Context: an optimization exercise on an open-source flow, tuned for small area. The choices shown serve that exercise and are no tape-out recipe. In this exercise RTL edits were held to simulation tests only and were not proved equivalent to the original. Power is estimated from default activity; no workload was simulated.

===== flow/flow/run.sh =====
#!/bin/bash
# The standard layout (standard.sh) with these changes:
#  - synthesis maps the logic with an area-only ABC script (flow/area.abc) instead of ORFS's
#    abc_area.script; everything else in synthesis, the registers included, is unchanged;
#  - ports are buffered with the smallest buffer (buf_1);
#  - the clock tree is built from clkbuf_4 without dummy loads.
# Logs: own_synth.log is not separate; make's whole output goes to standard.log and ORFS
# writes each step's log under orfs/logs/.
set -euo pipefail
HERE=$(pwd)
{
  printf '%s\n' 'proc abc {args} {'
  printf '%s\n' '  set i [lsearch -exact $args -script]'
  printf '%s\n' '  if {$i >= 0} { lset args [expr {$i + 1}] $::env(OWN_ABC_SCRIPT) }'
  printf '%s\n' '  yosys abc {*}$args'
  printf '%s\n' '}'
  cat synth_recipe.tcl
} > own_synth.tcl
sed -E "s#SYNTH_SCRIPT=[^ ]+#SYNTH_SCRIPT=$HERE/own_synth.tcl#" standard.sh > own_standard.sh
export OWN_ABC_SCRIPT="$HERE/flow/area.abc"
export BUFFER_PORTS_ARGS="-buffer_cell sky130_fd_sc_hd__buf_1"
export CTS_ARGS="-sink_clustering_enable -repair_clock_nets -dont_use_dummy_load -buf_list sky130_fd_sc_hd__clkbuf_8 -sink_clustering_size 16 -sink_clustering_max_diameter 60"
bash own_standard.sh > standard.log 2>&1

===== flow/flow/area.abc =====
strash
dch
map -a
topo

===== flow/standard.sh =====
#!/bin/bash
# synth_recipe.tcl (not shown) runs the flow's synth.tcl, then flattens the netlist and writes it again
# the make line also repeats each setting of config.mk as NAME=value (left out here)
make -C /OpenROAD-flow-scripts/flow DESIGN_CONFIG=/design/flow/config.mk WORK_HOME=/design/flow/orfs CLKGATE_MAP_FILE= SYNTH_SCRIPT=/design/flow/synth_recipe.tcl "${@:-finish}"

===== flow/config.mk =====
export PLATFORM = sky130hd
export DESIGN_NAME = ecg_r_peak_heart_rate
export DESIGN_NICKNAME = ecg_r_peak_heart_rate
export VERILOG_FILES = /design/flow/design.v
export SDC_FILE = /design/flow/constraint.sdc
export NUM_CORES = 4
export LEC_CHECK = 0
export ABC_AREA = 1
export CAP_MARGIN = 20
export CORE_MARGIN = 2
export CORE_UTILIZATION = 60
export SLEW_MARGIN = 20

===== flow/constraint.sdc =====
create_clock -name core_clock -period 10.0 [get_ports {clk}]
set_input_delay 2.0000 -clock core_clock [delete_from_list [all_inputs] [get_ports {clk}]]
set_output_delay 2.0000 -clock core_clock [all_outputs]
set_load 0.01 [all_outputs]

===== flow/design.v =====
package ecgr_pkg;
  localparam logic [15:0] ALPHA_RESET    = 16'd410;
  localparam logic [15:0] THRESH_RESET   = 16'd2300;
  localparam logic [15:0] REFR_RESET     = 16'd40;
  localparam logic [15:0] NUMER_RESET    = 16'd12000;
  localparam logic [7:0]  RATE_MIN_RESET = 8'd30;
  localparam logic [7:0]  RATE_MAX_RESET = 8'd220;
  localparam logic [2:0] M_INIT = 3'd0;   
  localparam logic [2:0] M_IDLE = 3'd1;
  localparam logic [2:0] M_CFG  = 3'd2;   
  localparam logic [2:0] M_FILT = 3'd3;   
  localparam logic [2:0] M_DIV  = 3'd4;   
  localparam logic [2:0] M_HUPD = 3'd5;   
  localparam logic [2:0] M_AVG  = 3'd6;   
  localparam logic [2:0] M_GSET = 3'd7;   
endpackage
module ecgr_ring #(
  parameter int L = 16
) (
  input  logic clk,
  input  logic din,
  output logic q0
);
  logic [L-1:0] r;
  always_ff @(posedge clk) r <= {din, r[L-1:1]};
  assign q0 = r[0];
endmodule
module ecg_r_peak_heart_rate (
  input  logic        clk,
  input  logic        rst,
  input  logic        sample_valid,
  output logic        sample_stall,
  input  logic [11:0] adc_sample,
  output logic        result_valid,
  input  logic        result_stall,
  output logic [11:0] filtered_sample,
  output logic        peak_flag,
  output logic        rate_updated,
  output logic [7:0]  heart_rate,
  input  logic        cfg_valid,
  output logic        cfg_ready,
  input  logic [2:0]  cfg_index,
  input  logic [15:0] cfg_data
);
  logic [4:0] ph;
  logic [2:0] mode;
  logic [3:0] pc;
  logic       last;
  logic [3:0] j;
  assign last = (ph == 5'd31);
  assign j    = ph[3:0];
  always_ff @(posedge clk) begin
    if (rst) ph <= '0;
    else     ph <= ph + 1'b1;
  end
  logic is_init, is_cfg, is_filt, is_div, is_hupd, is_avg, is_gset;
  assign is_init = (mode == ecgr_pkg::M_INIT);
  assign is_cfg  = (mode == ecgr_pkg::M_CFG);
  assign is_filt = (mode == ecgr_pkg::M_FILT);
  assign is_div  = (mode == ecgr_pkg::M_DIV);
  assign is_hupd = (mode == ecgr_pkg::M_HUPD);
  assign is_avg  = (mode == ecgr_pkg::M_AVG);
  assign is_gset = (mode == ecgr_pkg::M_GSET);
  logic f10, d0, d15;
  assign f10 = is_filt && (pc == 4'd10);
  assign d0  = is_div && (pc == 4'd0);
  assign d15 = is_div && (pc == 4'd15);
  logic m16, m8;
  assign m16 = cfg_data[j];
  assign m8  = cfg_data[j[2:0]];
  logic alpha_q, thresh_q, refr_q, numer_q, rmin_q, rmax_q;
  logic alpha_d, thresh_d, refr_d, numer_d, rmin_d, rmax_d;
  logic cfg_w;
  assign cfg_w = is_cfg;
  always_comb begin
    alpha_d  = alpha_q;
    thresh_d = thresh_q;
    refr_d   = refr_q;
    numer_d  = numer_q;
    rmin_d   = rmin_q;
    rmax_d   = rmax_q;
    if (is_init) begin
      alpha_d  = ecgr_pkg::ALPHA_RESET[j];
      thresh_d = ecgr_pkg::THRESH_RESET[j];
      refr_d   = ecgr_pkg::REFR_RESET[j];
      numer_d  = ecgr_pkg::NUMER_RESET[j];
      rmin_d   = ecgr_pkg::RATE_MIN_RESET[j[2:0]];
      rmax_d   = ecgr_pkg::RATE_MAX_RESET[j[2:0]];
    end else if (cfg_w) begin
      if (cfg_index == 3'd0) alpha_d  = m16;
      if (cfg_index == 3'd1) thresh_d = m16;
      if (cfg_index == 3'd2) refr_d   = m16;
      if (cfg_index == 3'd3) numer_d  = m16;
      if (cfg_index == 3'd4) rmin_d   = m8;
      if (cfg_index == 3'd5) rmax_d   = m8;
    end
  end
  ecgr_ring #(.L(16)) u_alpha  (.clk(clk), .din(alpha_d),  .q0(alpha_q));
  ecgr_ring #(.L(16)) u_thresh (.clk(clk), .din(thresh_d), .q0(thresh_q));
  ecgr_ring #(.L(16)) u_refr   (.clk(clk), .din(refr_d),   .q0(refr_q));
  ecgr_ring #(.L(16)) u_numer  (.clk(clk), .din(numer_d),  .q0(numer_q));
  ecgr_ring #(.L(8))  u_rmin   (.clk(clk), .din(rmin_d),   .q0(rmin_q));
  ecgr_ring #(.L(8))  u_rmax   (.clk(clk), .din(rmax_d),   .q0(rmax_q));
  logic       opbit, nextbit;
  logic [3:0] pcn, tgt;
  logic       tsel;
  assign pcn = pc + 1'b1;
  logic fd;
  assign fd   = is_filt || is_div;
  assign tsel = is_div || f10;
  assign tgt  = f10 ? 4'd15 : ((fd ? pcn : 4'd0) ^ {4{is_div}});
  always_ff @(posedge clk) begin
    if ((ph[4] || fd) && (j == tgt)) nextbit <= tsel ? numer_q : alpha_q;
    if (last) opbit <= nextbit;
  end
  logic [11:0] s_hi;        
  logic        s0;          
  logic        s_en;
  logic        s_in;
  logic        fwin;      
  logic        xbit;
  logic [15:0] xpad;
  assign s0   = ph[4] ? s_hi[0] : t[22];
  assign fwin = (ph >= 5'd6) && (ph <= 5'd27);
  assign xpad = {4'd0, adc_sample};
  assign xbit = ph[4] ? xpad[j] : 1'b0;
  logic [31:0] t;
  logic        t0;
  logic        t30_w, t30_d, t31_d, t21_w, t21_d;
  assign t0 = t[0];
  logic [31:0] g;
  logic        g0, g_d, g15_w;
  assign g0 = g[0];
  logic h0q, h1q, h2q, h3q;
  logic h0d, h1d, h2d, h3d;
  logic [7:0] p;
  logic up;                     
  logic seen;
  logic [2:0] fill;
  logic pk, upd, rv;
  logic [7:0] held;
  logic fa, fb, fcin, fsum, fcout;
  always_comb begin
    fa   = (pc == 4'd0) ? s0 : t0;
    fb   = opbit ? xbit : s0;
    if (ph == 5'd28) begin
      fa = 1'b0;
      fb = 1'b0;
    end
    fcin  = (ph == 5'd6) ? 1'b0 : p[0];
    fsum  = fa ^ fb ^ fcin;
    fcout = (fa & fb) | (fa & fcin) | (fb & fcin);
  end
  logic snew, tbit;
  assign snew = opbit ? xbit : t0;
  assign tbit = ph[4] ? thresh_q : 1'b0;
  logic gcin, gapb, rb;
  assign gcin = (ph == 5'd0) ? 1'b1 : p[0];
  assign gapb = g0 ^ gcin;
  assign rb   = ph[4] ? 1'b0 : refr_q;
  logic gr_n, nz_n, big_n, gt_n, lt_n, thr_n;
  always_comb begin
    gr_n  = (gapb ^ rb) ? gapb : ((ph == 5'd0) ? 1'b0 : p[1]);
    nz_n  = ((ph == 5'd0) ? 1'b0 : p[2]) | g0;
    big_n = ((ph == 5'd0) ? 1'b0 : p[3]) | (g0 & ph[4]);
    gt_n  = (ph == 5'd6) ? 1'b0 : p[4];
    lt_n  = (ph == 5'd6) ? 1'b0 : p[5];
    thr_n = (ph == 5'd6) ? 1'b0 : p[6];
    if (snew != s0) begin
      gt_n = snew;
      lt_n = s0;
    end
    if (s0 != tbit) thr_n = s0;
  end
  logic bin, dbit, da, dsub, db, dcin, dsum, dcout, qin;
  logic rwin, qwin;
  assign rwin = (ph <= 5'd16);
  assign qwin = ph[4] && !ph[3];
  always_comb begin
    bin   = (ph == 5'd0) ? 1'b1 : p[1];
    dbit  = ph[4] ? 1'b0 : (g0 ^ bin);   
    da    = (ph == 5'd0) ? opbit : (d0 ? 1'b0 : p[2]);
    dsub  = d0 ? 1'b1 : p[4];
    db    = dbit ^ dsub;
    dcin  = (ph == 5'd0) ? dsub : p[0];
    dsum  = da ^ db ^ dcin;
    dcout = (da & db) | (da & dcin) | (db & dcin);
    qin   = (ph == 5'd16) ? (~dsum & ~p[3]) : (d0 ? 1'b0 : p[2]);
  end
  logic ge_n, le_n, hi_n, in_range;
  always_comb begin
    ge_n = (ph == 5'd16) ? 1'b1 : p[6];
    le_n = (ph == 5'd16) ? 1'b1 : p[7];
    if (qin != rmin_q) ge_n = qin;
    if (qin != rmax_q) le_n = rmax_q;
    hi_n = d0 ? 1'b0 : (p[5] | t0);
    in_range = ~p[5] & p[6] & p[7];
  end
  logic       colmask;
  logic [2:0] tot;
  logic [1:0] ccin;
  logic       sbit;
  assign colmask = ~j[3];
  assign ccin    = (j == 4'd0) ? 2'd0 : p[4:3];
  logic hm0, hm1, hm2, hm3, fs1, fc1, fc2;
  assign hm0 = h0q & colmask;
  assign hm1 = h1q & colmask;
  assign hm2 = h2q & colmask;
  assign hm3 = h3q & colmask;
  assign fs1    = hm0 ^ hm1 ^ hm2;
  assign fc1    = (hm0 & hm1) | (hm0 & hm2) | (hm1 & hm2);
  assign tot[0] = hm3 ^ fs1 ^ ccin[0];
  assign fc2    = (hm3 & fs1) | (hm3 & ccin[0]) | (fs1 & ccin[0]);
  assign tot[1] = fc1 ^ fc2 ^ ccin[1];
  assign tot[2] = (fc1 & fc2) | (fc1 & ccin[1]) | (fc2 & ccin[1]);
  assign sbit   = tot[0];
  logic [1:0] r3, r3_n;
  assign r3 = p[6:5];
  always_comb begin
    r3_n = (j == 4'd0) ? 2'd0 : r3;
    if (sbit) begin
      if (j[0]) r3_n = (r3_n == 2'd0) ? 2'd2 : (r3_n == 2'd1) ? 2'd0 : 2'd1;
      else      r3_n = (r3_n == 2'd2) ? 2'd0 : r3_n + 2'd1;
    end
  end
  logic rj, bbin, ybit, qpv, c3in, qj, bb_n, c3_n;
  always_comb begin
    rj   = (j == 4'd0) ? r3[0] : (j == 4'd1) ? r3[1] : 1'b0;
    bbin = (j == 4'd0) ? 1'b0 : p[0];
    ybit = sbit ^ rj ^ bbin;
    qpv  = (j == 4'd0) ? 1'b0 : p[1];
    c3in = (j == 4'd0) ? 1'b0 : p[2];
    qj   = ybit ^ qpv ^ c3in;
    bb_n = (~sbit & (rj | bbin)) | (rj & bbin);
    c3_n = (qj & qpv) | (qj & c3in) | (qpv & c3in);
  end
  logic held_en, held_in, win0, win1, win2;
  assign win0 = !j[3];
  assign win1 = (j[3:1] != 3'd0 || j[0]) && (j[3:1] == 3'd0 || !j[3] || j[2:0] == 3'd0);
  assign win2 = (j[3:1] != 3'd0) && (!j[3] || j[2:1] == 2'd0);
  always_comb begin
    held_en = 1'b0;
    held_in = 1'b0;
    if (is_init) begin
      held_en = ph[4] && win0;
    end else if (is_avg && ph[4]) begin
      held_in = sbit;
      unique case (fill)
        3'd2:    held_en = win1;
        3'd3: begin
          held_en = win0;
          held_in = qj;
        end
        3'd4:    held_en = win2;
        default: held_en = win0;
      endcase
    end
  end
  logic peak;
  assign peak = gr_n & up & p[5] & p[6];
  always_ff @(posedge clk) begin
    if (rst) begin
      mode <= ecgr_pkg::M_INIT;
      pc   <= '0;
    end else if (last) begin
      pc <= '0;
      unique case (mode)
        ecgr_pkg::M_INIT, ecgr_pkg::M_CFG, ecgr_pkg::M_GSET: mode <= ecgr_pkg::M_IDLE;
        ecgr_pkg::M_IDLE: begin
          if (sample_valid && !rv) mode <= ecgr_pkg::M_FILT;
          else if (cfg_valid)      mode <= ecgr_pkg::M_CFG;
        end
        ecgr_pkg::M_FILT: begin
          if (pc != 4'd10) begin
            pc <= pcn;
          end else if (peak) begin
            mode <= (seen && nz_n) ? ecgr_pkg::M_DIV : ecgr_pkg::M_GSET;
          end else begin
            mode <= ecgr_pkg::M_IDLE;
          end
        end
        ecgr_pkg::M_DIV: begin
          if (pc != 4'd15) pc <= pcn;
          else mode <= in_range ? ecgr_pkg::M_HUPD : ecgr_pkg::M_GSET;
        end
        ecgr_pkg::M_HUPD: mode <= ecgr_pkg::M_AVG;
        default: mode <= ecgr_pkg::M_GSET;   
      endcase
    end
  end
  assign sample_stall = !(f10 && last);
  assign cfg_ready    = is_cfg && last;
  always_ff @(posedge clk) begin
    if (rst) begin
      up   <= 1'b0;
      seen <= 1'b0;
      fill <= '0;
      rv   <= 1'b0;
    end else begin
      if (f10 && last) up <= p[4];
      if (is_gset && last) seen <= 1'b1;
      if (is_hupd && last && fill != 3'd4) fill <= fill + 1'b1;
      if (last && ((f10 && !peak) || is_gset)) rv <= 1'b1;
      else if (!result_stall) rv <= 1'b0;
    end
  end
  assign result_valid = rv;
  always_ff @(posedge clk) begin
    if (f10 && last) begin
      pk  <= peak;
      upd <= 1'b0;
    end
    if (d15 && last) upd <= in_range;
  end
  assign peak_flag    = pk;
  assign rate_updated = upd;
  always_ff @(posedge clk) begin
    if (is_filt && !f10) begin
      p[0] <= fcout;
    end else if (f10) begin
      p[0] <= g0 & gcin;
      p[1] <= gr_n;
      p[2] <= nz_n;
      p[3] <= big_n;
      if (fwin) begin
        p[4] <= gt_n;
        p[5] <= lt_n;
        p[6] <= thr_n;
      end
    end else if (is_div) begin
      p[0] <= dcout;
      p[1] <= ~g0 & bin;
      p[2] <= ph[4] ? t0 : g[16];
      if (ph == 5'd16) p[4] <= ~dsum;
      if (ph == 5'd23) p[5] <= hi_n;
      if (qwin) begin
        p[6] <= ge_n;
        p[7] <= le_n;
      end
    end else if (is_avg) begin
      p[0]   <= bb_n;
      p[1]   <= qj;
      p[2]   <= c3_n;
      p[4:3] <= tot[2:1];
      if (!ph[4]) p[6:5] <= r3_n;
    end
  end
  always_comb begin
    s_en = 1'b0;
    s_in = s0;
    if (is_init) begin
      s_en = fwin && ph[4];
      s_in = (ph == 5'd27);
    end else if (is_filt) begin
      s_en = fwin && ph[4];
      s_in = (pc == 4'd10) ? snew : s0;
    end
  end
  always_ff @(posedge clk) begin
    if (s_en) s_hi <= {s_in, s_hi[11:1]};
  end
  assign filtered_sample = s_hi;
  always_ff @(posedge clk) begin
    if (held_en) held <= {held_in, held[7:1]};
  end
  assign heart_rate = held;
  always_comb begin
    t30_w = 1'b0;
    t30_d = fsum;
    t31_d = t0;
    if (is_filt && pc != 4'd10 && ph >= 5'd7 && ph <= 5'd28) t30_w = 1'b1;
    if (is_div && qwin) t31_d = qin;
    t21_w = (is_init || f10) && fwin && !ph[4];
    t21_d = is_init ? 1'b0 : snew;
  end
  always_ff @(posedge clk) begin
    t[20:0]  <= t[21:1];
    t[21]    <= t21_w ? t21_d : t[22];
    t[29:22] <= t[30:23];
    t[30]    <= t30_w ? t30_d : t[31];
    t[31]   <= t31_d;
  end
  always_comb begin
    g_d = g0;
    if (is_init)      g_d = 1'b0;
    else if (f10)     g_d = gapb;
    else if (is_gset) g_d = (ph == 5'd0);
  end
  assign g15_w = is_div && (ph <= 5'd15);
  always_ff @(posedge clk) begin
    g[14:0]  <= g[15:1];
    g[15]    <= g15_w ? dsum : g[16];
    g[31:16] <= {g_d, g[31:17]};
  end
  always_comb begin
    h0d = h0q;
    h1d = h1q;
    h2d = h2q;
    h3d = h3q;
    if (is_init) begin
      h0d = 1'b0;
      h1d = 1'b0;
      h2d = 1'b0;
      h3d = 1'b0;
    end else if (is_hupd && qwin) begin
      h0d = t0;
      h1d = h0q;
      h2d = h1q;
      h3d = h2q;
    end
  end
  ecgr_ring #(.L(8)) u_h0 (.clk(clk), .din(h0d), .q0(h0q));
  ecgr_ring #(.L(8)) u_h1 (.clk(clk), .din(h1d), .q0(h1q));
  ecgr_ring #(.L(8)) u_h2 (.clk(clk), .din(h2d), .q0(h2q));
  ecgr_ring #(.L(8)) u_h3 (.clk(clk), .din(h3d), .q0(h3q));
endmodule

==> flow_metrics.tcl, run 1 <==
set metrics [dict create \
    clkLatencyLatePin_ns 0.52 \
    finalCritPeriodShare_pct 52.5 \
    routabilityCongestion 0.943 \
    yosys_most_used_dff "dfxtp_1" \
    power_density_nw_per_um2 187 \
    syn_avg_cell_area_sq_um 10.7 \
    holdPathEnd "u_numer.r[2]" \
    diodes 0 \
    area_growth_pct 9.50 \
    status "timing/DRC/antenna clean" \
    min_path_cells 0 \
    clkSinkCount 226 \
    postPlaceCellArea_sq_um 7580 \
    synthCells 665 \
    ys_async_sr_fraction_pct 0 \
    wirelength_microns 15600 \
    pin_count 61 \
    synth-warning-count 3 \
    nNetsFinal 811 \
    drc_errors 0 \
    nFillCells 888 \
    fin_tns_setup_ns 0 \
    layout-drive-gt1-share_pct 3.08 \
    dr.pass1.iters 17 \
    crit_type "reg2out" \
    comb_power_share_pct 4.7 \
    slew-limit-headroom_pct 31.2 \
    crit_fanout 19 \
    coreArea_sq_um 11500 \
    cp.arrival_ns 3.25 \
    h-tree-depth 1 \
    via_per_inst 5.59 \
    skew_ns 0.0829 \
    num_vias 4967 \
    grt_usage_pct 24.6 \
    min_from "u_numer.r[3]" \
    numPortBuffers 60 \
    ir_drop_v 0.000172 \
    endpoint_kind "output port" \
    grt_max_degree 21 \
    timing.fmax_ghz 0.190 \
    ys_seq_area_share_pct 67.8 \
    required_ns 8.00 \
    layout_commonest_cell "dfxtp_1" \
    tritoncts "built" \
    worst_setup_path_start_kind "flip-flop" \
    ant_nets 0 \
    rrSetupSlack_ns 5.06 \
    finish.instance_area_sq_um 7830 \
    p_seq_share_pct 66.9 \
    hold_path.class "reg2reg" \
    swShare_pct 21.5 \
    die-area_sq_um 12800 \
    intPower_uw 1150 \
    slew_violations 0 \
    routedWlPerCell_microns 17.6 \
    rows 39 \
    die-width_microns 113 \
    dpl.hpwl_microns 11400 \
    cellLeakagePower_uw 0.00296 \
    syn-num-nets 728 \
    clk_path_buf_depth 3 \
    antenna_found_initial 0 \
    fin_ws_ns 4.75 \
    cap_violations 0 \
    initial_core_util_pct 62.1 \
    synth_cell_types 31 \
    rr_endpoint "p[6]" \
    grt_first_pass_wirelength_microns 24700 \
    fp.dieH_microns 113 \
    synth_edf_count 32 \
    tightest_slew_ns 1.03 \
    fin_crit_ns 5.25 \
    cts_setup_buffers 0 \
    r2r-start "ph[0]" \
    clkPwrFrac_pct 28.4 \
    cts-root-buf "clkbuf_8" \
    drt_iter0_drc 463 \
    syn_area_sq_um 7150 \
    r2r_cells 18 \
    switchingPower_uw 315 \
    first_global_vias 4850 \
    numCtsBuffers 18 \
    ys_ff_latch 226 \
    path_clk_slew_ns 0.10 \
    cts_resized 0 \
    setup_viol 0 \
    place_ws_ns 5.12 \
    mostFrequentLayoutCells "dfxtp_1, nor2_1, clkinv_1" \
    final-hold-violation-count 0 \
    rsz0062_at_grt "no" \
    postCtsHoldBufs 0 \
    overflow 0 \
]
## cells in the mapped netlist (4+ instances only)
cell type / instances / area (sq um)
o31ai_1: 4 / 30.0
ha_1: 21 / 263
edfxtp_1: 32 / 961
dfxtp_1: 194 / 3880
a31oi_1: 7 / 43.8
nor3_1: 9 / 45.0
a21oi_1: 25 / 125
o221ai_1: 4 / 35.0
a211oi_1: 7 / 52.6
nand2_1: 58 / 218
nor2_1: 110 / 413
a22oi_1: 7 / 52.6
fa_1: 6 / 120
clkinv_1: 70 / 263
nand3_1: 21 / 105
o22ai_1: 4 / 25.0
o21ai_0: 58 / 290
## kinds of logic after synthesis
logic type,after synthesis,synth area share (%)
AND/OR/NAND/NOR,206,11.6
AO/OA/AOI/OAI,130,10.8
adder cells (fa/ha/maj),27,5.36
flip-flops,226,67.8
XOR/XNOR,6,0.735
buffers and inverters,70,3.68
## worst max-delay path: stages, from the launching register on
cell	delay [ns]
dfxtp_1	0.78
ha_1	0.38
nand2_1	0.12
nor2_1	0.19
ha_1	0.33
clkinv_1	0.33
nor2_1	0.36
clkinv_1	0.14
buf_1	0.15
## state kept, by name (all words and copies together) (netlist names), 3 cells and up
| register | count |
|---|---|
| g | 32 |
| t | 32 |
| u_alpha.r | 16 |
| u_numer.r | 16 |
| u_refr.r | 16 |
| u_thresh.r | 16 |
| s_hi | 12 |
| held | 8 |
| p | 8 |
| u_h0.r | 8 |
| u_h1.r | 8 |
| u_h2.r | 8 |
| u_h3.r | 8 |
| u_rmax.r | 8 |
| u_rmin.r | 8 |
| ph | 5 |
| pc | 4 |
| fill | 3 |
| mode | 3 |
## power groups by stage
stage / logic (uW) / clock network (uW) / registers (uW)
finish: 68.8 / 417 / 979
global route: 78.8 / 454 / 983
CTS: 67.9 / 427 / 980
detailed placement: 67.1 / 0 / 1000
global placement: 66.3 / 0 / 998
floorplan: 46.3 / 0 / 992
## how the worst max path moves through the flow
stage	startpoint	end	slack, ns	cells after the start
final	ph[0]	sample_stall	4.75	8
after global routing	ph[0]	sample_stall	4.52	8
after CTS	ph[0]	sample_stall	4.81	8
after detailed placement	ph[0]	p[6]	5.12	18
after global placement	ph[0]	p[6]	5.29	18
after floorplan	ph[0]	p[6]	5.80	18
## stage by stage
stage | hold WS [ns] | std cells | power [uW] | util (%)
after global placement | 0.311 | 871 | 1060 | 65.8
after floorplan | 0.310 | 665 | 1040 | -
final | 0.297 | 889 | 1460 | 68.0
after CTS | 0.294 | 889 | 1470 | 68.0
after global routing | 0.296 | 889 | 1520 | 68.0
after detailed placement | 0.312 | 871 | 1070 | 65.8
## final cells by class
type	instances	area (sq um)	share of cell area [%]
flip-flops and latches	226	4840	61.9
multi-input cells	369	2050	26.1
inverters	70	263	3.36
clock buffers	18	248	3.16
repair buffers	63	248	3.16
well taps	143	179	2.29
## layer usage
metal,GRT usage [%],part of all wire [%]
met1,33.5,43
met2,38.2,45
met3,4.39,7.0
met4,12.3,4.7
met5,0,0
==> run 2: changes to the inputs <==
--- a/flow/design.v
+++ b/flow/design.v
@@ -14,3 +14,2 @@
   localparam logic [2:0] M_AVG  = 3'd6;   
-  localparam logic [2:0] M_GSET = 3'd7;   
 endpackage
@@ -55,3 +54,3 @@
   end
-  logic is_init, is_cfg, is_filt, is_div, is_hupd, is_avg, is_gset;
+  logic is_init, is_cfg, is_filt, is_div, is_hupd, is_avg;
   assign is_init = (mode == ecgr_pkg::M_INIT);
@@ -62,3 +61,2 @@
   assign is_avg  = (mode == ecgr_pkg::M_AVG);
-  assign is_gset = (mode == ecgr_pkg::M_GSET);
   logic f10, d0, d15;
@@ -156,5 +154,6 @@
   assign tbit = ph[4] ? thresh_q : 1'b0;
-  logic gcin, gapb, rb;
+  logic gcin, gapb, rb, geff;
+  assign geff = pk ? (ph == 5'd0) : g0;
   assign gcin = (ph == 5'd0) ? 1'b1 : p[0];
-  assign gapb = g0 ^ gcin;
+  assign gapb = geff ^ gcin;
   assign rb   = ph[4] ? 1'b0 : refr_q;
@@ -163,4 +162,4 @@
     gr_n  = (gapb ^ rb) ? gapb : ((ph == 5'd0) ? 1'b0 : p[1]);
-    nz_n  = ((ph == 5'd0) ? 1'b0 : p[2]) | g0;
-    big_n = ((ph == 5'd0) ? 1'b0 : p[3]) | (g0 & ph[4]);
+    nz_n  = ((ph == 5'd0) ? 1'b0 : p[2]) | geff;
+    big_n = ((ph == 5'd0) ? 1'b0 : p[3]) | (geff & ph[4]);
     gt_n  = (ph == 5'd6) ? 1'b0 : p[4];
@@ -258,4 +257,5 @@
   end
-  logic peak;
-  assign peak = gr_n & up & p[5] & p[6];
+  logic peak, div_go;
+  assign peak   = gr_n & up & p[5] & p[6];
+  assign div_go = peak & seen & nz_n;
   always_ff @(posedge clk) begin
@@ -267,3 +267,3 @@
       unique case (mode)
-        ecgr_pkg::M_INIT, ecgr_pkg::M_CFG, ecgr_pkg::M_GSET: mode <= ecgr_pkg::M_IDLE;
+        ecgr_pkg::M_INIT, ecgr_pkg::M_CFG: mode <= ecgr_pkg::M_IDLE;
         ecgr_pkg::M_IDLE: begin
@@ -275,6 +275,4 @@
             pc <= pcn;
-          end else if (peak) begin
-            mode <= (seen && nz_n) ? ecgr_pkg::M_DIV : ecgr_pkg::M_GSET;
           end else begin
-            mode <= ecgr_pkg::M_IDLE;
+            mode <= div_go ? ecgr_pkg::M_DIV : ecgr_pkg::M_IDLE;
           end
@@ -283,6 +281,6 @@
           if (pc != 4'd15) pc <= pcn;
-          else mode <= in_range ? ecgr_pkg::M_HUPD : ecgr_pkg::M_GSET;
+          else mode <= in_range ? ecgr_pkg::M_HUPD : ecgr_pkg::M_IDLE;
         end
         ecgr_pkg::M_HUPD: mode <= ecgr_pkg::M_AVG;
-        default: mode <= ecgr_pkg::M_GSET;   
+        default: mode <= ecgr_pkg::M_IDLE;   
       endcase
@@ -298,7 +296,11 @@
       rv   <= 1'b0;
+      pk   <= 1'b0;
     end else begin
-      if (f10 && last) up <= p[4];
-      if (is_gset && last) seen <= 1'b1;
+      if (f10 && last) begin
+        up <= p[4];
+        pk <= peak;
+        if (peak) seen <= 1'b1;
+      end
       if (is_hupd && last && fill != 3'd4) fill <= fill + 1'b1;
-      if (last && ((f10 && !peak) || is_gset)) rv <= 1'b1;
+      if (last && ((f10 && !div_go) || (d15 && !in_range) || is_avg)) rv <= 1'b1;
       else if (!result_stall) rv <= 1'b0;
@@ -308,6 +310,3 @@
   always_ff @(posedge clk) begin
-    if (f10 && last) begin
-      pk  <= peak;
-      upd <= 1'b0;
-    end
+    if (f10 && last) upd <= 1'b0;
     if (d15 && last) upd <= in_range;
@@ -320,3 +319,3 @@
     end else if (f10) begin
-      p[0] <= g0 & gcin;
+      p[0] <= geff & gcin;
       p[1] <= gr_n;
@@ -386,3 +385,2 @@
     else if (f10)     g_d = gapb;
-    else if (is_gset) g_d = (ph == 5'd0);
   end
--- a/flow/flow/run.sh
+++ b/flow/flow/run.sh
@@ -21,3 +21,3 @@
 export BUFFER_PORTS_ARGS="-buffer_cell sky130_fd_sc_hd__buf_1"
-export CTS_ARGS="-sink_clustering_enable -repair_clock_nets -dont_use_dummy_load -buf_list sky130_fd_sc_hd__clkbuf_8 -sink_clustering_size 16 -sink_clustering_max_diameter 60"
+export CTS_ARGS="-sink_clustering_enable -repair_clock_nets -dont_use_dummy_load -buf_list sky130_fd_sc_hd__clkbuf_2 -sink_clustering_size 6 -sink_clustering_max_diameter 30"
 bash own_standard.sh > standard.log 2>&1
==> flow/flow/area.abc (replaced) <==
strash
dc2
dch -f
amap
topo
==> flow_metrics.tcl, run 2 <==
set metrics [dict create \
    crit_type "reg2out" \
    routedWlPerCell_microns 17.5 \
    fin_tns_setup_ns 0 \
    die-width_microns 113 \
    critical-path-max-stage-delay_ns 0.65 \
    yosys_most_used_dff "dfxtp_1" \
    crit_top_cell "clkinv_1" \
    routabilityCongestion 0.923 \
    comb_power_share_pct 4.8 \
    grtUsageMet2_pct 38.7 \
    dr.pass1.iters 5 \
    required_ns 8.00 \
    initial_core_util_pct 61.7 \
    clkLatencyLatePin_ns 0.73 \
    first_global_vias 4970 \
    layout_commonest_cell "dfxtp_1" \
    slew_violations 0 \
    finalCritPeriodShare_pct 53.5 \
    cellLeakagePower_uw 0.00291 \
    mostFrequentLayoutCells "dfxtp_1, nor2_1, clkinv_1" \
    swShare_pct 23.3 \
    slew-limit-headroom_pct 27.9 \
    rrSetupSlack_ns 4.72 \
    ys_async_sr_fraction_pct 0 \
    multi_input_area_sq_um 2020 \
    worst_setup_path_start_kind "flip-flop" \
    synth_area_leader_cell "dfxtp_1" \
    grt_use_met1_pct 33.4 \
    cts-root-buf "clkbuf_2" \
    intPower_uw 1120 \
    use_met3_pct 6.10 \
    synth-warning-count 3 \
    via_per_inst 5.64 \
    synth_edf_count 31 \
    hold_path.class "reg2reg" \
    grt_first_pass_wirelength_microns 24700 \
    cts_setup_buffers 0 \
    switchingPower_uw 340 \
    synthCells 619 \
    ys_ff_latch 226 \
    setup_viol 0 \
    overflow 0 \
    syn_avg_cell_area_sq_um 11.4 \
    ys_seq_area_share_pct 68.3 \
    syn_area_sq_um 7080 \
    skew_ns 0.0775 \
    endpoint_kind "output port" \
    power_density_nw_per_um2 188 \
    synth_area_leaders "dfxtp_1, edfxtp_1, nor2_1, ha_1, clkinv_1" \
    cts_resized 0 \
    coreArea_sq_um 11500 \
    syn-num-nets 682 \
    diodes 0 \
    clk_path_buf_depth 3 \
    antenna_found_initial 0 \
    timing.fmax_ghz 0.187 \
    path_clk_slew_ns 0.10 \
    dpl.hpwl_microns 10900 \
    numPortBuffers 60 \
    layout-drive-gt1-share_pct 7.12 \
    wirelength_microns 15300 \
    grt_max_degree 20 \
    cp.arrival_ns 3.35 \
    pin_count 61 \
    cap_violations 0 \
    top_usage_layer "met2" \
    num_vias 4927 \
    nNetsFinal 795 \
    crit_fanout 14 \
    path_cells "clkinv_1, nor3_1, ha_1, clkinv_1, nor2_1, buf_1" \
    tritoncts "built" \
    ant_nets 0 \
    numCtsBuffers 47 \
    ir_drop_v 0.000153 \
    synth_common_cells "dfxtp_1, nor2_1, clkinv_1" \
    rows 39 \
    final-hold-violation-count 0 \
    h-tree-depth 2 \
    synth_cell_types 41 \
    whs_ns 0.277 \
    fin_crit_ns 5.35 \
    nFillCells 867 \
    slowest_stage "dfxtp_1" \
    status "timing/DRC/antenna clean" \
    drt_iter0_drc 390 \
    die-area_sq_um 12700 \
    reg.largest.list "g x32, t x32" \
    drc_errors 0 \
    fp.dieH_microns 113 \
    utilization_pct 67.6 \
    p_seq_share_pct 67.6 \
    area_growth_pct 9.53 \
    grt_usage_pct 24.8 \
    tightest_slew_ns 1.08 \
    yosysMostFrequentCell "dfxtp_1" \
    seq_area_sq_um 4830 \
    yosysTopAreaCellShare_pct 55.1 \
    postCtsHoldBufs 0 \
    clkSinkCount 226 \
    rsz0062_at_grt "no" \
    clkPwrFrac_pct 27.5 \
]
run 2: cell count changes in the layout (fill, tap and decap cells not counted), moves of 4 or more:
cell / before / now
clkbuf_2: 0 / 47
nor3_1: 9 / 18
o21ai_0: 58 / 21
nand2_1: 58 / 46
clkinv_1: 70 / 62
o221a_1: 0 / 4
o22ai_1: 4 / 8
nand3_1: 21 / 5
nor2_1: 110 / 92
nor2b_1: 0 / 6
clkbuf_8: 18 / 0
run 2: area by class of cell:
class,count,area share [%]
clock buffer,47,3.03
inverter,62,3.00
multi-input combinational,331,26.0
sequential,226,62.4
tap,143,2.31
timing repair buffer,64,3.29
run 2: critical path, delay by kind of cell, from the launching register on:
family / cells / cell delay (ns)
adder cells (fa/ha/maj): 1 / 0.43
buffers and inverters: 3 / 1.03
flip-flops: 1 / 0.65
AND/OR/NAND/NOR: 2 / 0.54
run 2: logic make-up after synthesis:
kind of cell | synth area share, %
adder cells (fa/ha/maj) | 5.41
AO/OA/AOI/OAI | 12.2
buffers and inverters | 3.29
flip-flops | 68.3
AND/OR/NAND/NOR | 10.8
run 2: path summary, 6_finish.rpt:
check,from,end,cells past startpoint
max,ph[3],cfg_ready,6
min,g[14],g[13],0
max reg2reg,ph[0],p[6],20
min reg2reg,g[14],g[13],0
run 2: routing by layer:
layer | part of all wire, % | vias up
met3 | 6.7 | 32
met1 | 45 | 2324
li1 | - | 2383
met5 | 0 | -
met4 | 2.3 | 0
met2 | 46 | 188
run 2: power groups by stage:
stage	logic [uW]	registers [uW]	clock network [uW]
6_report	70.3	984	401
5_1_grt	78.7	990	454
2_1_floorplan	47.1	996	0
4_1_cts	69.5	985	416
3_3_place_gp	68.3	1000	0
3_5_place_dp	69.1	1010	0
run 2: per-stage QoR:
stage	std cells	power, uW	area [sq um]	setup WS, ns
detailed placement	826	1070	7520	4.76
global route	873	1520	7750	4.19
global placement	826	1070	7520	5.04
floorplan	619	1040	7080	5.51
CTS	873	1470	7750	4.65
finish	873	1460	7750	4.65
==> run 3: changes to the inputs <==
--- a/flow/flow/run.sh
+++ b/flow/flow/run.sh
@@ -21,3 +21,3 @@
 export BUFFER_PORTS_ARGS="-buffer_cell sky130_fd_sc_hd__buf_1"
-export CTS_ARGS="-sink_clustering_enable -repair_clock_nets -dont_use_dummy_load -buf_list sky130_fd_sc_hd__clkbuf_2 -sink_clustering_size 6 -sink_clustering_max_diameter 30"
+export CTS_ARGS="-sink_clustering_enable -repair_clock_nets -dont_use_dummy_load -buf_list sky130_fd_sc_hd__clkbuf_4 -sink_clustering_size 10 -sink_clustering_max_diameter 50"
 bash own_standard.sh > standard.log 2>&1
==> flow_metrics.tcl, run 3 <==
set metrics [dict create \
    status "timing/DRC/antenna clean" \
    cellLeakagePower_uw 0.00284 \
    nNetsFinal 775 \
    cts_resized 0 \
    synth-warning-count 3 \
    cp.arrival_ns 5.56 \
    final-hold-violation-count 0 \
    ys_seq_area_share_pct 68.3 \
    reg.largest.list "g x32, t x32" \
    cp_num_buf_inv 5 \
    cap_violations 0 \
    route.met2.wl_microns 6940 \
    ys_ff_latch 226 \
    synth_area_leader_cell "dfxtp_1" \
    slew-limit-headroom_pct 38.0 \
    wirelength_microns 14900 \
    routedWlPerCell_microns 17.5 \
    ir_drop_v 0.000157 \
    numPortBuffers 60 \
    finalPower_uw 1430 \
    critical-path-max-stage-delay_ns 0.55 \
    ant_nets 0 \
    first_global_vias 4826 \
    rsz0062_at_grt "no" \
    via_per_inst 5.73 \
    yosysTopAreaCellShare_pct 55.1 \
    drc_errors 0 \
    crit_fanout 19 \
    ys_async_sr_fraction_pct 0 \
    fp.dieH_microns 113 \
    dr.pass1.iters 5 \
    slowest_stage "fa_1" \
    area_growth_pct 9.17 \
    routabilityCongestion 0.923 \
    path_clk_slew_ns 0.10 \
    yosysMostFrequentCell "dfxtp_1" \
    antenna_found_initial 0 \
    initial_core_util_pct 61.7 \
    worst_setup_path_start_kind "flip-flop" \
    fin_cells 853 \
    whs_ns 0.280 \
    tritoncts "built" \
    finalCritPeriodShare_pct 52.9 \
    clkSinkCount 226 \
    cts-root-buf "clkbuf_4" \
    setup_viol 0 \
    rows 39 \
    synth_cell_types 41 \
    synth_area_leaders "dfxtp_1, edfxtp_1, nor2_1, ha_1, clkinv_1" \
    numCtsBuffers 27 \
    synth_edf_count 31 \
    slew_violations 0 \
    die-width_microns 113 \
    layout_commonest_cell "dfxtp_1" \
    fin_tns_setup_ns 0 \
    dpl.hpwl_microns 10900 \
    diodes 0 \
    grt_max_degree 20 \
    skew_ns 0.0488 \
    h-tree-depth 1 \
    place_inst 826 \
    layout-drive-gt1-share_pct 4.51 \
    hold_path.class "reg2reg" \
    highest_layer "met4" \
    postCtsHoldBufs 0 \
    clkLatencyLatePin_ns 0.61 \
    endpoint_kind "flip-flop" \
    timing.fmax_ghz 0.189 \
    tightest_slew_ns 0.927 \
    die-area_sq_um 12700 \
    drt-met1-wl_microns 6770 \
    syn_avg_cell_area_sq_um 11.4 \
    wl_met3_microns 901 \
    cp_top_family "adder cells" \
    required_ns 10.27 \
    overflow 0 \
    yosys_most_used_dff "dfxtp_1" \
    synth_common_cells "dfxtp_1, nor2_1, clkinv_1" \
    syn-num-nets 682 \
    path_cells "clkinv_1, ha_1, clkinv_1, nor2_1, clkinv_1, nor2_1, clkinv_1, nor2_1, clkinv_1, nand2_1, ha_1, nor2_1, o21ai_0, fa_1, nor2_1, o22ai_1, ha_1, a32oi_1, o21ai_0, a2111oi_0" \
    coreArea_sq_um 11500 \
    clk_path_buf_depth 3 \
    power_density_nw_per_um2 185 \
    crit_type "reg2reg" \
    grt_first_pass_wirelength_microns 24400 \
    drt_iter0_drc 329 \
    mostFrequentLayoutCells "dfxtp_1, nor2_1, clkinv_1" \
    synthCells 619 \
    cts_setup_buffers 0 \
    pin_count 61 \
    syn_area_sq_um 7080 \
    grt_usage_pct 24.2 \
    fin_crit_ns 5.29 \
    num_vias 4886 \
]
==> run 3: cell type report <==
cell class | count | area, sq um
Clock buffer | 27 | 203
Fill cell | 862 | 3740
Inverter | 62 | 233
Multi-Input combinational cell | 331 | 2020
Sequential cell | 226 | 4830
Tap cell | 143 | 179
Timing Repair Buffer | 64 | 255
==> run 3: cells by family after synthesis <==
| family | share of synthesized area [%] |
|---|---|
| DFF | 68.3 |
| and+or+nand+nor | 10.8 |
| AOI/OAI and AO/OA | 12.2 |
| buffers and inverters | 3.29 |
| adders and majority gates | 5.41 |
==> run 3: through the flow <==
step	setup slack [ns]	utilization (%)	instance area [sq um]
floorplan	5.51	-	7080
global placement	5.04	65.6	7520
detailed placement	4.76	65.6	7520
CTS	4.74	67.3	7720
global route	4.19	67.4	7730
finish	4.71	67.4	7730
==> run 3: path summary, 6_finish.rpt <==
kind | start | end | slack (ns) | cells after the start
setup / recovery | ph[0] | p[6] | 4.71 | 20
hold / removal | u_alpha.r[9] | u_alpha.r[8] | 0.28 | 0
setup reg to reg | ph[0] | p[6] | 4.71 | 20
hold reg to reg | u_alpha.r[9] | u_alpha.r[8] | 0.28 | 0
==> run 3: power by group <==
part / leakage, uW / internal, uW / total (uW) / switching (uW)
clock network: 0.000124 / 124 / 374 / 250
registers: 0.00187 / 967 / 984 / 17.7
logic: 0.000846 / 27.3 / 70.3 / 43.0
total: 0.00284 / 1120 / 1430 / 311
==> run 3: worst register-to-register path, cell delays in order, from the launching register on <==
cell and delay [ns]:
dfxtp_1 0.52, clkinv_1 0.32, ha_1 0.23, clkinv_1 0.08, nor2_1 0.15, clkinv_1 0.11, nor2_1 0.24, clkinv_1 0.27
nor2_1 0.30, clkinv_1 0.23, nand2_1 0.12, ha_1 0.22, nor2_1 0.13, o21ai_0 0.14, fa_1 0.55, nor2_1 0.05
o22ai_1 0.28, ha_1 0.29, a32oi_1 0.18, o21ai_0 0.10, a2111oi_0 0.45
==> run 3: routing by layer <==
metal  track usage [%]  vias to the layer above
li1                  -                     2347
met2              38.5                      191
met5                 0                        -
met4              7.97                        0
met3              4.64                       30
met1              33.6                     2318
==> run 4: changes to the inputs <==
--- a/flow/design.v
+++ b/flow/design.v
@@ -136,3 +136,3 @@
   logic seen;
-  logic [2:0] fill;
+  logic [2:0] fill;             
   logic pk, upd, rv;
@@ -237,4 +237,4 @@
   assign win0 = !j[3];
-  assign win1 = (j[3:1] != 3'd0 || j[0]) && (j[3:1] == 3'd0 || !j[3] || j[2:0] == 3'd0);
-  assign win2 = (j[3:1] != 3'd0) && (!j[3] || j[2:1] == 2'd0);
+  assign win1 = !j[3] || (j[2:0] == 3'd0);
+  assign win2 = !j[3] || (j[2:1] == 2'd0);
   always_comb begin
@@ -246,11 +246,12 @@
       held_in = sbit;
-      unique case (fill)
-        3'd2:    held_en = win1;
-        3'd3: begin
-          held_en = win0;
-          held_in = qj;
-        end
-        3'd4:    held_en = win2;
-        default: held_en = win0;
-      endcase
+      if (fill[2] && fill[0]) begin          
+        held_en = win0;
+        held_in = qj;
+      end else if (fill[2]) begin            
+        held_en = win2;
+      end else if (fill[1]) begin            
+        held_en = win1;
+      end else begin                         
+        held_en = win0;
+      end
     end
@@ -303,3 +304,3 @@
       end
-      if (is_hupd && last && fill != 3'd4) fill <= fill + 1'b1;
+      if (is_hupd && last) fill <= {fill[1], fill[0] | fill[2], ~fill[2]};
       if (last && ((f10 && !div_go) || (d15 && !in_range) || is_avg)) rv <= 1'b1;
--- a/flow/config.mk
+++ b/flow/config.mk
@@ -10,3 +10,3 @@
 export CORE_MARGIN = 2
-export CORE_UTILIZATION = 60
+export CORE_UTILIZATION = 50
 export SLEW_MARGIN = 20
==> flow_metrics.tcl, run 4 <==
set metrics [dict create \
    cellLeakagePower_uw 0.00280 \
    num_vias 4717 \
    path_clk_slew_ns 0.10 \
    crit_fanout 14 \
    ys_seq_area_share_pct 69.4 \
    via_per_inst 5.37 \
    overflow 0 \
    required_ns 8.00 \
    cts-root-buf "clkbuf_4" \
    pin_count 61 \
    first_global_vias 4601 \
    ant_nets 0 \
    ys_async_sr_fraction_pct 0 \
    rows 43 \
    seq_area_sq_um 4830 \
    antenna_found_initial 0 \
    numCtsBuffers 29 \
    rsz0062_at_grt "no" \
    wirelength_microns 15400 \
    routedWlPerCell_microns 17.5 \
    tightest_slew_ns 0.894 \
    synth_cell_types 39 \
    worst_setup_path_start_kind "flip-flop" \
    multi_input_area_sq_um 1920 \
    skew_ns 0.0615 \
    yosysMostFrequentCell "dfxtp_1" \
    die-area_sq_um 14900 \
    synth_area_leaders "dfxtp_1, edfxtp_1, nor2_1, clkinv_1, ha_1" \
    synthCells 606 \
    status "timing/DRC/antenna clean" \
    fin_tns_setup_ns 0 \
    final-hold-violation-count 0 \
    endpoint_kind "output port" \
    numPortBuffers 60 \
    hold_path.class "reg2reg" \
    whs_ns 0.272 \
    synth_edf_count 31 \
    drc_errors 0 \
    cap_violations 0 \
    nFillCells 1233 \
    synth_common_cells "dfxtp_1, nor2_1, clkinv_1" \
    reg.largest.list "g x32, t x32" \
    initial_core_util_pct 50.8 \
    clkLatencyLatePin_ns 0.63 \
    die-width_microns 122 \
    clk_path_buf_depth 3 \
    nNetsFinal 758 \
    power_density_nw_per_um2 188 \
    layout_commonest_cell "dfxtp_1" \
    clkSinkCount 226 \
    cts_setup_buffers 0 \
    h-tree-depth 1 \
    postCtsHoldBufs 0 \
    timing.fmax_ghz 0.181 \
    fp.dieH_microns 122 \
    cts_resized 0 \
    synth-warning-count 3 \
    mostFrequentLayoutCells "dfxtp_1, nor2_1, clkinv_1" \
    syn_avg_cell_area_sq_um 11.5 \
    layout-drive-gt1-share_pct 4.73 \
    area_growth_pct 10.1 \
    ys_ff_latch 226 \
    cp.arrival_ns 3.51 \
    dr.pass1.iters 7 \
    syn-num-nets 664 \
    grt_first_pass_wirelength_microns 24200 \
    dpl.hpwl_microns 11300 \
    slew-limit-headroom_pct 40.4 \
    coreArea_sq_um 13700 \
    drt_iter0_drc 264 \
    grt_usage_pct 21.3 \
    synth_area_leader_cell "dfxtp_1" \
    yosysTopAreaCellShare_pct 56.0 \
    setup_viol 0 \
    syn_area_sq_um 6970 \
    finalCritPeriodShare_pct 55.1 \
    grt_max_degree 19 \
    yosys_most_used_dff "dfxtp_1" \
    slew_violations 0 \
    ir_drop_v 0.000161 \
    crit_type "reg2out" \
    tritoncts "built" \
    routabilityCongestion 0.969 \
    fin_crit_ns 5.51 \
    diodes 0 \
]
run 4: changes by cell type after synthesis, moves of 2 or more:
| cell | before | now |
|---|---|---|
| o221a_1 | 4 | 2 |
| o221ai_1 | 4 | 7 |
| a32oi_1 | 3 | 1 |
| a21oi_1 | 22 | 25 |
| ha_1 | 21 | 16 |
| a221oi_1 | 6 | 9 |
| nand3_1 | 5 | 7 |
| nand2_1 | 46 | 38 |
| o22ai_1 | 8 | 13 |
| a211oi_1 | 10 | 2 |
| nor2b_1 | 6 | 4 |
| o21a_1 | 1 | 3 |
run 4: kinds of logic after synthesis:
kind of cell    synth area share [%]
buf+inv                         3.29
simple gates                    10.5
fa+ha+maj                       4.60
flops                           69.4
compound gates                  12.2
run 4: metal layers:
metal | GRT usage [%] | share of wire [%] | vias up | routed length, microns
li1 | - | - | 2302 | -
met1 | 28.9 | 45 | 2225 | 6940
met2 | 34.3 | 46 | 158 | 7050
met3 | 4.59 | 6.4 | 32 | 983
met4 | 6.75 | 2.7 | 0 | 419
met5 | 0 | 0 | - | 0
run 4: cell type report:
cell class / instances / area share [%]
well taps: 180 / 2.94
clock buffers: 29 / 2.84
repair buffers: 63 / 3.23
flip-flops and latches: 226 / 63.0
inverters: 61 / 2.98
multi-input cells: 319 / 25.0
run 4: critical path, cell delays in order, from the launching register on:
cell      delay [ns]
dfxtp_1         0.42
clkinv_1        0.23
nor3_1          0.55
clkinv_1        0.40
nor2_1          0.18
buf_4           0.24
clkinv_1        0.31
nor2_1          0.23
clkinv_1        0.19
buf_1           0.17
run 4: report_power, final:
part           switching, uW  internal [uW]  total (uW)
clock network            252            133         385
logic                   43.7           27.2        70.9
registers               16.2            967         983
run 4: worst paths after layout:
kind | from | slack (ns) | depth (start not counted) | endpoint
hold reg to reg | u_refr.r[12] | 0.27 | 0 | u_refr.r[11]
setup reg to reg | ph[0] | 5.00 | 16 | p[6]
setup / recovery | mode[0] | 4.49 | 9 | sample_stall
hold / removal | u_refr.r[12] | 0.27 | 0 | u_refr.r[11]
run 4: stage by stage:
stage | worst slack [ns] | util (%) | total power (uW) | instance area [sq um] | instances
2_1_floorplan | 5.54 | - | 1040 | 6970 | 606
3_3_place_gp | 5.32 | 54.3 | 1070 | 7450 | 849
3_5_place_dp | 5.12 | 54.3 | 1070 | 7450 | 849
4_1_cts | 4.54 | 55.9 | 1460 | 7660 | 878
5_1_grt | 4.14 | 55.9 | 1510 | 7670 | 878
6_report | 4.49 | 55.9 | 1440 | 7670 | 878
==> run 5: changes to the inputs <==
==> flow/flow/area.abc (replaced) <==
strash
dc2
&get -n
&deepsyn -T 30
&put
dc2
dch -f
amap
topo
--- a/flow/config.mk
+++ b/flow/config.mk
@@ -10,3 +10,3 @@
 export CORE_MARGIN = 2
-export CORE_UTILIZATION = 50
+export CORE_UTILIZATION = 60
 export SLEW_MARGIN = 20
==> flow_metrics.tcl, run 5 <==
set metrics [dict create \
    path_cells "clkinv_1, nor3_1, clkinv_1, nor2_1, clkinv_1, nor2_1, clkinv_1, buf_1" \
    worst_setup_path_start_kind "flip-flop" \
    cp_num_buf_inv 5 \
    overflow 0 \
    synth_area_leaders "dfxtp_1, edfxtp_1, nor2_1, clkinv_1, ha_1" \
    routabilityCongestion 0.964 \
    layout_commonest_cell "dfxtp_1" \
    ys_seq_area_share_pct 70.2 \
    clkLatencyLatePin_ns 0.61 \
    yosysTopAreaCellShare_pct 56.7 \
    syn-num-nets 646 \
    area_growth_pct 8.92 \
    setup_viol 0 \
    cts_setup_buffers 0 \
    synth_edf_count 31 \
    rrSetupSlack_ns 5.23 \
    fp.dieH_microns 111 \
    yosys_most_used_dff "dfxtp_1" \
    top_usage_layer "met2" \
    rows 39 \
    ant_nets 0 \
    clk_path_buf_depth 3 \
    hold_path.class "reg2reg" \
    path_clk_slew_ns 0.12 \
    status "timing/DRC/antenna clean" \
    cts-root-buf "clkbuf_4" \
    swShare_pct 22.1 \
    tightest_slew_ns 1.03 \
    layout-drive-gt1-share_pct 4.14 \
    tritoncts "built" \
    p_seq_share_pct 68.9 \
    grt_max_degree 19 \
    skew_ns 0.0308 \
    clkSinkCount 226 \
    fin_crit_ns 5.83 \
    synthCells 588 \
    nFillCells 885 \
    critical-path-max-stage-delay_ns 0.73 \
    fin_ws_ns 4.17 \
    intPower_uw 1100 \
    slew_violations 0 \
    yosysMostFrequentCell "dfxtp_1" \
    rsz0062_at_grt "no" \
    dpl.hpwl_microns 11000 \
    final-hold-violation-count 0 \
    switchingPower_uw 313 \
    crit_type "reg2out" \
    syn_area_sq_um 6890 \
    num_vias 4690 \
    power_density_nw_per_um2 189 \
    numCtsBuffers 26 \
    slew-limit-headroom_pct 30.3 \
    cp_top_family "simple AND/OR/NAND/NOR gates" \
    routedWlPerCell_microns 18.6 \
    pin_count 61 \
    mostFrequentLayoutCells "dfxtp_1, nor2_1, clkinv_1" \
    die-width_microns 111 \
    cellLeakagePower_uw 0.00275 \
    dr.pass1.iters 7 \
    reg.largest.list "g x32, t x32" \
    antenna_found_initial 0 \
    postCtsHoldBufs 0 \
    grt_use_met1_pct 35.0 \
    endpoint_kind "output port" \
    syn_avg_cell_area_sq_um 11.7 \
    numPortBuffers 60 \
    die-area_sq_um 12300 \
    via_per_inst 5.73 \
    finalCritPeriodShare_pct 58.3 \
    diodes 0 \
    initial_core_util_pct 60.8 \
    ys_ff_latch 226 \
    crit_top_cell "clkinv_1" \
    synth_common_cells "dfxtp_1, nor2_1, clkinv_1" \
    cp.arrival_ns 3.83 \
    required_ns 8.00 \
    cts_resized 0 \
    synth_area_leader_cell "dfxtp_1" \
    grt_usage_pct 24.6 \
    synth_cell_types 38 \
    crit_fanout 10 \
    timing.fmax_ghz 0.171 \
    coreArea_sq_um 11300 \
    use_met3_pct 3.88 \
    grtUsageMet2_pct 39.1 \
    slowest_stage "nor3_1" \
    drt_iter0_drc 391 \
    clkPwrFrac_pct 26.3 \
    place_ws_ns 4.87 \
    synth-warning-count 3 \
    comb_power_share_pct 4.8 \
    wirelength_microns 15200 \
    nNetsFinal 736 \
    ys_async_sr_fraction_pct 0 \
    fin_tns_setup_ns 0 \
    first_global_vias 4516 \
    cap_violations 0 \
    h-tree-depth 1 \
    drc_errors 0 \
    ir_drop_v 0.000168 \
    grt_first_pass_wirelength_microns 24000 \
]
[run 5: changes by cell type in the layout (fill, tap and decap cells not counted), sizes merged, moves of 5 or more]
cell    change
a221oi      -8
a22oi       -5
a21oi       -6
nor2       -23
a32o        +7
o22ai      +11
o21ai       +8
[run 5: final cells by class]
cell class,instances,area [sq um],area share [%]
clock buffer,26,195,2.60
inverter,63,236,3.15
multi-input combinational,299,1810,24.2
sequential,226,4830,64.5
tap,143,179,2.39
timing repair buffer,62,240,3.20
[run 5: stage by stage]
step | util, % | hold slack [ns] | power [uW] | cells | instance area (sq um)
2_1_floorplan | - | 0.310 | 1030 | 588 | 6890
3_3_place_gp | 64.5 | 0.310 | 1060 | 793 | 7300
3_5_place_dp | 64.5 | 0.312 | 1060 | 793 | 7300
4_1_cts | 66.2 | 0.324 | 1430 | 819 | 7500
5_1_grt | 66.2 | 0.334 | 1470 | 819 | 7500
6_report | 66.2 | 0.321 | 1420 | 819 | 7500
[run 5: cell families (layout without fill, tap and decap cells)]
kind of cell | after synthesis | count (layout) | synth area share [%]
compound gates | 125 | 125 | 12.1
buf+inv | 63 | 151 | 3.43
fa+ha+maj | 22 | 22 | 4.65
simple gates | 152 | 152 | 9.58
flops | 226 | 226 | 70.2
[run 5: worst paths after layout]
| kind | start | depth (start not counted) | to |
|---|---|---|---|
| setup / recovery | mode[1] | 8 | sample_stall |
| hold / removal | u_alpha.r[1] | 0 | u_alpha.r[0] |
| setup reg to reg | ph[0] | 19 | p[6] |
| hold reg to reg | u_alpha.r[1] | 0 | u_alpha.r[0] |
[run 5: per-layer routing]
| metal | up-vias | part of all wire [%] |
|---|---|---|
| li1 | 2228 | - |
| met1 | 2187 | 45 |
| met2 | 230 | 44 |
| met3 | 45 | 7.4 |
| met4 | 0 | 3.7 |
| met5 | - | 0 |
[run 5: power groups by stage]
stage | clock network [uW] | registers (uW) | logic, uW
global placement | 0 | 994 | 65.2
detailed placement | 0 | 996 | 65.7
CTS | 388 | 976 | 66.4
finish | 373 | 976 | 67.7
global route | 418 | 980 | 75.2
floorplan | 0 | 988 | 43.8
==> run 6: changes to the inputs <==
--- a/flow/flow/run.sh
+++ b/flow/flow/run.sh
@@ -21,3 +21,3 @@
 export BUFFER_PORTS_ARGS="-buffer_cell sky130_fd_sc_hd__buf_1"
-export CTS_ARGS="-sink_clustering_enable -repair_clock_nets -dont_use_dummy_load -buf_list sky130_fd_sc_hd__clkbuf_4 -sink_clustering_size 10 -sink_clustering_max_diameter 50"
+export CTS_ARGS="-sink_clustering_enable -repair_clock_nets -dont_use_dummy_load -buf_list sky130_fd_sc_hd__clkbuf_4 -sink_clustering_size 8 -sink_clustering_max_diameter 40"
 bash own_standard.sh > standard.log 2>&1
==> flow_metrics.tcl, run 6 <==
set metrics [dict create \
    cellLeakagePower_uw 0.00279 \
    mostFrequentLayoutCells "dfxtp_1, nor2_1, clkinv_1" \
    ir_drop_v 0.000162 \
    die-width_microns 111 \
    crit_start "mode[1]" \
    crit_top_cell "clkinv_1" \
    synth-warning-count 3 \
    routedWlPerCell_microns 18.3 \
    endpoint "sample_stall" \
    ys_seq_area_share_pct 70.2 \
    tritoncts "built" \
    antenna_found_initial 0 \
    nFillCells 882 \
    via_per_inst 5.75 \
    yosysMostFrequentCell "dfxtp_1" \
    skew_ns 0.0625 \
    path_cells "clkinv_1, nor3_1, clkinv_1, nor2_1, clkinv_1, nor2_1, clkinv_1, buf_1" \
    numCtsBuffers 36 \
    yosys_most_used_dff "dfxtp_1" \
    crit_fanout 10 \
    reg.largest.list "g x32, t x32" \
    postCtsHoldBufs 0 \
    slowest_stage "nor3_1" \
    cp.arrival_ns 3.79 \
    rr_endpoint "p[6]" \
    finalCritPeriodShare_pct 57.9 \
    hold_path.class "reg2reg" \
    ant_nets 0 \
    routabilityCongestion 0.964 \
    overflow 0 \
    rsz0062_at_grt "no" \
    path_clk_slew_ns 0.10 \
    cts_resized 0 \
    grt_first_pass_wirelength_microns 24100 \
    r2r_cells 19 \
    clk_path_buf_depth 3 \
    drt_iter0_drc 349 \
    use_met3_pct 5.03 \
    status "timing/DRC/antenna clean" \
    cap_violations 0 \
    grt_use_met1_pct 34.6 \
    critical-path-max-stage-delay_ns 0.73 \
    r2r-start "ph[0]" \
    clkLatencyLatePin_ns 0.56 \
    cp_num_buf_inv 5 \
    grt_max_degree 19 \
    timing.fmax_ghz 0.173 \
    final-hold-violation-count 0 \
    endpoint_kind "output port" \
    layout-drive-gt1-share_pct 5.54 \
    fp.dieH_microns 111 \
    setup_viol 0 \
    layout_commonest_cell "dfxtp_1" \
    required_ns 8.00 \
    crit_type "reg2out" \
    clkSinkCount 226 \
    utilization_pct 66.9 \
    nNetsFinal 746 \
    synth_area_leaders "dfxtp_1, edfxtp_1, nor2_1, clkinv_1, ha_1" \
    cts_setup_buffers 0 \
    fin_tns_setup_ns 0 \
    h-tree-depth 2 \
    grtUsageMet2_pct 38.6 \
    num_vias 4770 \
    path_depth 8 \
    slew_violations 0 \
    tightest_slew_ns 0.986 \
    coreArea_sq_um 11300 \
    initial_core_util_pct 60.8 \
    worst_setup_path_start_kind "flip-flop" \
    syn-num-nets 646 \
    top_usage_layer "met2" \
    dpl.hpwl_microns 11000 \
    yosysTopAreaCellShare_pct 56.7 \
    synth_cell_types 38 \
    diodes 0 \
    grt_usage_pct 24.9 \
    rows 39 \
    syn_avg_cell_area_sq_um 11.7 \
    slew-limit-headroom_pct 33.4 \
    fin_crit_ns 5.79 \
    wirelength_microns 15200 \
    synth_common_cells "dfxtp_1, nor2_1, clkinv_1" \
    first_global_vias 4629 \
    pin_count 61 \
    dr.pass1.iters 5 \
    die-area_sq_um 12300 \
    synth_edf_count 31 \
    syn_area_sq_um 6890 \
    drc_errors 0 \
    numPortBuffers 60 \
    area_growth_pct 10.0 \
    synthCells 588 \
    power_density_nw_per_um2 194 \
    synth_area_leader_cell "dfxtp_1" \
    rrSetupSlack_ns 5.25 \
    ys_ff_latch 226 \
    ys_async_sr_fraction_pct 0 \
    cts-root-buf "clkbuf_4" \
    cp_top_family "simple AND/OR/NAND/NOR gates" \
]
-- run 6: cell count changes in the layout (fill, tap and decap cells not counted) --
cell and delta:
clkbuf_4 +10
-- run 6: final cells by class --
type                            count  area (sq um)  share of cell area, %
Inverter                           63           236                   3.12
Multi-Input combinational cell    299          1810                   24.0
Sequential cell                   226          4830                   63.8
Timing Repair Buffer               62           240                   3.17
Tap cell                          143           179                   2.36
Clock buffer                       36           270                   3.57
-- run 6: routing by layer --
| metal | wire (microns) | vias to the layer above |
|---|---|---|
| li1 | - | 2259 |
| met1 | 6650 | 2224 |
| met2 | 6750 | 249 |
| met3 | 1300 | 38 |
| met4 | 501 | 0 |
| met5 | 0 | - |
-- run 6: power by group --
group	switching, uW	internal (uW)	total [uW]
logic	42.8	25.1	67.9
clock network	262	166	429
registers	16.5	959	975
-- run 6: worst min path at each step --
stage,startpoint,endpoint,cells past startpoint,slack (ns)
after detailed placement,t[19],t[18],0,0.31
after global routing,u_rmin.r[1],u_rmin.r[0],0,0.30
final,u_rmin.r[1],u_rmin.r[0],0,0.29
after CTS,u_rmin.r[1],u_rmin.r[0],0,0.27
after global placement,u_rmin.r[2],u_rmin.r[1],0,0.31
after floorplan,g[1],g[0],0,0.31
-- run 6: metrics by stage --
stage          hold WS, ns  cells  setup slack, ns  total power [uW]  instance area (sq um)
4_1_cts              0.275    829             4.26              1490                   7570
3_5_place_dp         0.312    793             4.87              1060                   7300
5_1_grt              0.298    829             3.88              1540                   7570
6_report             0.286    829             4.21              1470                   7570
2_1_floorplan        0.310    588             5.78              1030                   6890
3_3_place_gp         0.310    793             5.09              1060                   7300
-- run 6: cell families after synthesis --
| family | Yosys count | synth area share (%) |
|---|---|---|
| buf+inv | 63 | 3.43 |
| simple gates | 152 | 9.58 |
| compound gates | 125 | 12.1 |
| fa+ha+maj | 22 | 4.65 |
| flops | 226 | 70.2 |

==> re-timing with driven ports <==
The results above use ideal ports. As a check the final layouts listed here were re-extracted and re-timed, cells and wires unchanged.
Step 1 (the two cells are an assumption about what drives the block):
set clk [get_ports {clk}]
set_driving_cell -lib_cell sky130_fd_sc_hd__clkbuf_16 $clk
set_driving_cell -lib_cell sky130_fd_sc_hd__buf_2 [delete_from_list [all_inputs] $clk]
Step 2 also shifts input and output timing later by t, the mid clock arrival at the registers, as if the neighbouring blocks saw the same clock.
Three values: no drivers, after step 1, after step 2; two values: the first two.
run	shift t [ns]	setup WS [ns]	clock arrival spread, ns	slew at the worst register clock pin (ns)
run 1	0.521	4.747 / 4.706 / 5.059	0.083 / 0.084	0.10 / 0.10
run 2	0.726	4.646 / 4.610 / 4.723	0.078 / 0.078	0.11 / 0.11
run 3	0.611	4.706 / 4.706 / 4.706	0.076 / 0.077	0.11 / 0.11
run 4	0.629	4.490 / 4.455 / 4.996	0.061 / 0.061	0.12 / 0.12
run 5	0.625	4.168 / 4.136 / 4.761	0.031 / 0.031	0.12 / 0.12
run 6	0.566	4.205 / 4.171 / 4.736	0.063 / 0.063	0.10 / 0.10
After both steps every run listed still meets setup and hold.
